Source: an optimization exercise on an open RTL-to-GDS flow (aim: small area). Production flows keep margins and buffers that such runs may drop. In this exercise RTL edits were held to simulation tests only and were not proved equivalent to the original. Power figures rest on the tool's default switching activity, not on a simulated workload.

==> fjord <==
// cpuTop
module cpuTop #(
   parameter isaPkg::dataWord resetAddr = '0
) (
   input  logic            clk,
   input  logic            reset,
   output isaPkg::dataWord instrAddr,
   input  isaPkg::dataWord instr,
   output isaPkg::dataWord dataAddr,
   output isaPkg::dataWord writeData,
   output logic            storeEn,
   input  isaPkg::dataWord readData
);
==> module regFile, before the edit <==
module regFile (
   input  logic            clk,
   input  logic            reset,
   input  isaPkg::regIndex readA,
   input  isaPkg::regIndex readB,
   output isaPkg::dataWord dataA,
   output isaPkg::dataWord dataB,
   input  logic            wrEnable,
   input  isaPkg::regIndex wrIndex,
   input  isaPkg::dataWord wrValue
);
   logic [31:1][31:0] regs;
   isaPkg::dataWord value;
   assign value = wrValue & {32{~reset}};
   for (genvar i = 1; i < 32; i++) begin : g_reg
      logic load;
      assign load = reset | (wrEnable && wrIndex == i);
      always_ff @(posedge clk) begin
         if (load) begin
            regs[i] <= value;
         end
      end
   end
   logic [31:1] hotA;
   logic [31:1] hotB;
   regDecode i_decodeA (.index(readA), .hot(hotA));
   regDecode i_decodeB (.index(readB), .hot(hotB));
   regSelect i_selectA (.hot(hotA), .regs(regs), .data(dataA));
   regSelect i_selectB (.hot(hotB), .regs(regs), .data(dataB));
endmodule
==> module writebackStage, before the edit <==
module writebackStage (
   input  pipePkg::resultBundle fromExecute,
   input  isaPkg::dataWord      readData,
   output logic                 wrEnable,
   output isaPkg::regIndex      wrIndex,
   output isaPkg::dataWord      wrValue
);
   assign wrEnable = fromExecute.regWrite;
   assign wrIndex  = fromExecute.destReg;
   assign wrValue  = fromExecute.memRead ? readData : fromExecute.result;
endmodule
==> module cpuTop, before the edit <==
module cpuTop #(
   parameter isaPkg::dataWord resetAddr = '0
) (
   input  logic            clk,
   input  logic            reset,
   output isaPkg::dataWord instrAddr,
   input  isaPkg::dataWord instr,
   output isaPkg::dataWord dataAddr,
   output isaPkg::dataWord writeData,
   output logic            storeEn,
   input  isaPkg::dataWord readData
);
   logic                 taken;
   logic [29:0]          target;
   isaPkg::dataWord      decodeInstr;
   logic [29:0]          decodeNextPc;
   isaPkg::regIndex      readA;
   isaPkg::regIndex      readB;
   isaPkg::dataWord      dataA;
   isaPkg::dataWord      dataB;
   pipePkg::resultBundle idEx;
   pipePkg::resultBundle exMem;
   logic                 wrEnable;
   isaPkg::regIndex      wrIndex;
   isaPkg::dataWord      wrValue;
   fetchStage #(
      .resetAddr(resetAddr)
   ) i_fetchStage (
      .clk(clk),
      .reset(reset),
      .taken(taken),
      .target(target),
      .instrAddr(instrAddr),
      .instrIn(instr),
      .instr(decodeInstr),
      .nextPc(decodeNextPc)
   );
   decodeStage i_decodeStage (
      .clk(clk),
      .reset(reset),
      .instr(decodeInstr),
      .nextPc(decodeNextPc),
      .readA(readA),
      .readB(readB),
      .dataA(dataA),
      .dataB(dataB),
      .taken(taken),
      .target(target),
      .toExecute(idEx)
   );
   regFile i_regFile (
      .clk(clk),
      .reset(reset),
      .readA(readA),
      .readB(readB),
      .dataA(dataA),
      .dataB(dataB),
      .wrEnable(wrEnable),
      .wrIndex(wrIndex),
      .wrValue(wrValue)
   );
   executeStage i_executeStage (
      .clk(clk),
      .reset(reset),
      .fromDecode(idEx),
      .toWriteback(exMem),
      .dataAddr(dataAddr),
      .writeData(writeData),
      .storeEn(storeEn)
   );
   writebackStage i_writebackStage (
      .fromExecute(exMem),
      .readData(readData),
      .wrEnable(wrEnable),
      .wrIndex(wrIndex),
      .wrValue(wrValue)
   );
endmodule
clock: 8.0 ns
lec_check: 0
cap_margin: 10
cell_pad_in_sites_detail_placement: 1
cell_pad_in_sites_global_placement: 1
core_margin: 2
core_utilization: 40
cts_buf_list: sky130_fd_sc_hd__clkbuf_8
cts_cluster_diameter: 80
cts_cluster_size: 16
place_density: 0.5
slew_margin: 10
synth_hierarchical: 1
synth_minimum_keep_size: 0
standard.sh (not shown) runs the stock make flow with config.mk's settings and CLKGATE_MAP_FILE= SYNTH_SCRIPT=/design/flow/synth_recipe.tcl, a recipe that flattens the netlist after the stock synthesis.
==> flow/flow/run.sh <==
#!/bin/bash
# Standard layout, with two changes to how it is made: ports are buffered
# with the smallest buffer, and clock tree synthesis adds no dummy loads.
set -euo pipefail
export BUFFER_PORTS_ARGS="-buffer_cell sky130_fd_sc_hd__buf_1"
export CTS_ARGS="-sink_clustering_enable -repair_clock_nets -dont_use_dummy_load -buf_list sky130_fd_sc_hd__clkbuf_8 -sink_clustering_size 16 -sink_clustering_max_diameter 80"
bash standard.sh > standard.log 2>&1
==> violet: changes against fjord <==
--- a/flow/design.v
+++ b/flow/design.v
@@ -281,11 +281,13 @@
    output isaPkg::dataWord dataB,
    input  logic            wrEnable,
    input  isaPkg::regIndex wrIndex,
-   input  isaPkg::dataWord wrValue
+   input  logic            wrLoad,
+   input  isaPkg::dataWord wrResult,
+   input  isaPkg::dataWord wrLoadData
 );
    logic [31:1][31:0] regs;
    isaPkg::dataWord value;
-   assign value = wrValue & {32{~reset}};
+   assign value = (wrLoad ? wrLoadData : wrResult) & {32{~reset}};
    for (genvar i = 1; i < 32; i++) begin : g_reg
       logic load;
       assign load = reset | (wrEnable && wrIndex == i);
@@ -394,11 +396,15 @@
    input  isaPkg::dataWord      readData,
    output logic                 wrEnable,
    output isaPkg::regIndex      wrIndex,
-   output isaPkg::dataWord      wrValue
-);
-   assign wrEnable = fromExecute.regWrite;
-   assign wrIndex  = fromExecute.destReg;
-   assign wrValue  = fromExecute.memRead ? readData : fromExecute.result;
+   output logic                 wrLoad,
+   output isaPkg::dataWord      wrResult,
+   output isaPkg::dataWord      wrLoadData
+);
+   assign wrEnable   = fromExecute.regWrite;
+   assign wrIndex    = fromExecute.destReg;
+   assign wrLoad     = fromExecute.memRead;
+   assign wrResult   = fromExecute.result;
+   assign wrLoadData = readData;
 endmodule
 `timescale 1ns/10ps
 module cpuTop #(
@@ -425,7 +431,9 @@
    pipePkg::resultBundle exMem;
    logic                 wrEnable;
    isaPkg::regIndex      wrIndex;
-   isaPkg::dataWord      wrValue;
+   logic                 wrLoad;
+   isaPkg::dataWord      wrResult;
+   isaPkg::dataWord      wrLoadData;
    fetchStage #(
       .resetAddr(resetAddr)
    ) i_fetchStage (
@@ -460,7 +468,9 @@
       .dataB(dataB),
       .wrEnable(wrEnable),
       .wrIndex(wrIndex),
-      .wrValue(wrValue)
+      .wrLoad(wrLoad),
+      .wrResult(wrResult),
+      .wrLoadData(wrLoadData)
    );
    executeStage i_executeStage (
       .clk(clk),
@@ -476,6 +486,8 @@
       .readData(readData),
       .wrEnable(wrEnable),
       .wrIndex(wrIndex),
-      .wrValue(wrValue)
+      .wrLoad(wrLoad),
+      .wrResult(wrResult),
+      .wrLoadData(wrLoadData)
    );
 endmodule
==> flow/flow/run.sh (replaced) <==
#!/bin/bash
# Standard layout, with these changes to how it is made: ports are buffered
# with the smallest buffer, clock tree synthesis adds no dummy loads, the
# resizer may swap a cell for one of another footprint, and gates off the
# critical paths are downsized after global routing.
set -euo pipefail
export BUFFER_PORTS_ARGS="-buffer_cell sky130_fd_sc_hd__buf_1"
export CTS_ARGS="-sink_clustering_enable -repair_clock_nets -dont_use_dummy_load -buf_list sky130_fd_sc_hd__clkbuf_8 -sink_clustering_size 14 -sink_clustering_max_diameter 70"
bash standard.sh MATCH_CELL_FOOTPRINT=0 RECOVER_POWER=100 finish > standard.log 2>&1
--- a/flow/config.mk
+++ b/flow/config.mk
@@ -9,11 +9,11 @@
 export CELL_PAD_IN_SITES_DETAIL_PLACEMENT = 1
 export CELL_PAD_IN_SITES_GLOBAL_PLACEMENT = 1
 export CORE_MARGIN = 2
-export CORE_UTILIZATION = 40
+export CORE_UTILIZATION = 45
 export CTS_BUF_LIST = sky130_fd_sc_hd__clkbuf_8
-export CTS_CLUSTER_DIAMETER = 80
-export CTS_CLUSTER_SIZE = 16
-export PLACE_DENSITY = 0.5
+export CTS_CLUSTER_DIAMETER = 70
+export CTS_CLUSTER_SIZE = 14
+export PLACE_DENSITY = 0.55
 export SLEW_MARGIN = 10
 export SYNTH_HIERARCHICAL = 1
 export SYNTH_MINIMUM_KEEP_SIZE = 0
==> results.yml <==
status:
  status: "no timing/DRC/antenna violations"
route:
  first_pass_iters: 13
final_layout:
  seq_share_pct: 60.51
  nFillCells: 13540
  multi_input_area_share_pct: 29.22
  final_util_pct: 42.74
placement:
  gp_congestion: 0.8699
  place_ws_ns: 1.335
power:
  clk-power_mw: 3.11
  powerSeq_mw: 9.09
sta:
  fin_worst_skew_ns: 0.08445
  clock.fmax_ghz: 0.1471
  fin_crit_sh_pct: 84.95
cts:
  insertion_delay_ns: 0.85
global_route:
  grt_use_met3_pct: 5.223
critical_path:
  crit_path_top_delay_cell: "a222oi_1"
  worstPathCellList: "nand2b_1 -> nor2_2 -> buf_4 -> a222oi_1 -> nand4_1 -> or3_1 -> mux2i_1 -> xnor2_1 -> inv_1 -> ha_1 -> a21oi_1 -> o21a_1 -> o21ai_0 -> a211oi_1 -> a21oi_2 -> a221o_1 -> a31oi_4 -> o21ai_1 -> nand4b_1 -> nor2_1 -> a221oi_1 -> o221ai_1"
the above is filed under fjord

==> results.yml <==
status:
  status: "failed layout checks"
  violations: "capacitance limit, slew limit"
placement:
  place_ws_ns: 1.453
  gp_congestion: 0.9067
final_layout:
  multi_input_area_share_pct: 28.94
  final_util_pct: 47.02
sta:
  slew_viol_final: 2160
  clock.fmax_ghz: 0.1389
  fin_crit_sh_pct: 90.01
power:
  clk-power_mw: 3.23
  powerSeq_mw: 9.16
route:
  first_pass_iters: 12
flow_run:
  drv_cap: 71
critical_path:
  worstPathCellList: "or3b_4 -> nor2_1 -> buf_4 -> buf_4 -> a222oi_1 -> nand4_1 -> or3_1 -> xor2_1 -> nor4_1 -> nand4_1 -> nor2_1 -> xnor2_1 -> nor3_1 -> buf_4 -> inv_1 -> buf_4 -> nand2_1 -> or4_1 -> o2111a_1"
  crit_path_top_delay_cell: "nor2_1"
global_route:
  grt_use_met3_pct: 6.797
cts:
  insertion_delay_ns: 0.86
the above is filed under violet

-- port drivers added, routing unchanged --
No port has a modelled driver above. Below, the same layouts with a new extraction and two added sets of constraints. Step 1 (the two cells are an assumption about what drives the block):
set clk [get_ports {clk}]
set_driving_cell -lib_cell sky130_fd_sc_hd__clkbuf_16 $clk
set_driving_cell -lib_cell sky130_fd_sc_hd__buf_2 [delete_from_list [all_inputs] $clk]
Step 2 adds t to the input delays and takes it off the output delays; t is the mean of the earliest and latest rising clock arrival at the registers after step 1. Input paths then give back, and output paths get back, about the clock's delay inside the block. Three values: ideal ports, drivers, drivers and shift; two values: the first two.
run | t, ns | setup slack, ns | latest minus earliest clock arrival (ns) | worst register clock-pin slew, ns
fjord | 0.868 | 1.204 / 1.204 / 1.204 | 0.100 / 0.100 | 0.12 / 0.12
violet | 0.883 | 0.800 / 0.800 / 0.566 | 0.091 / 0.091 | 0.10 / 0.10
The setup slack of violet, which loses most, moves by 0.000 ns with the drivers and by -0.234 ns with both steps.
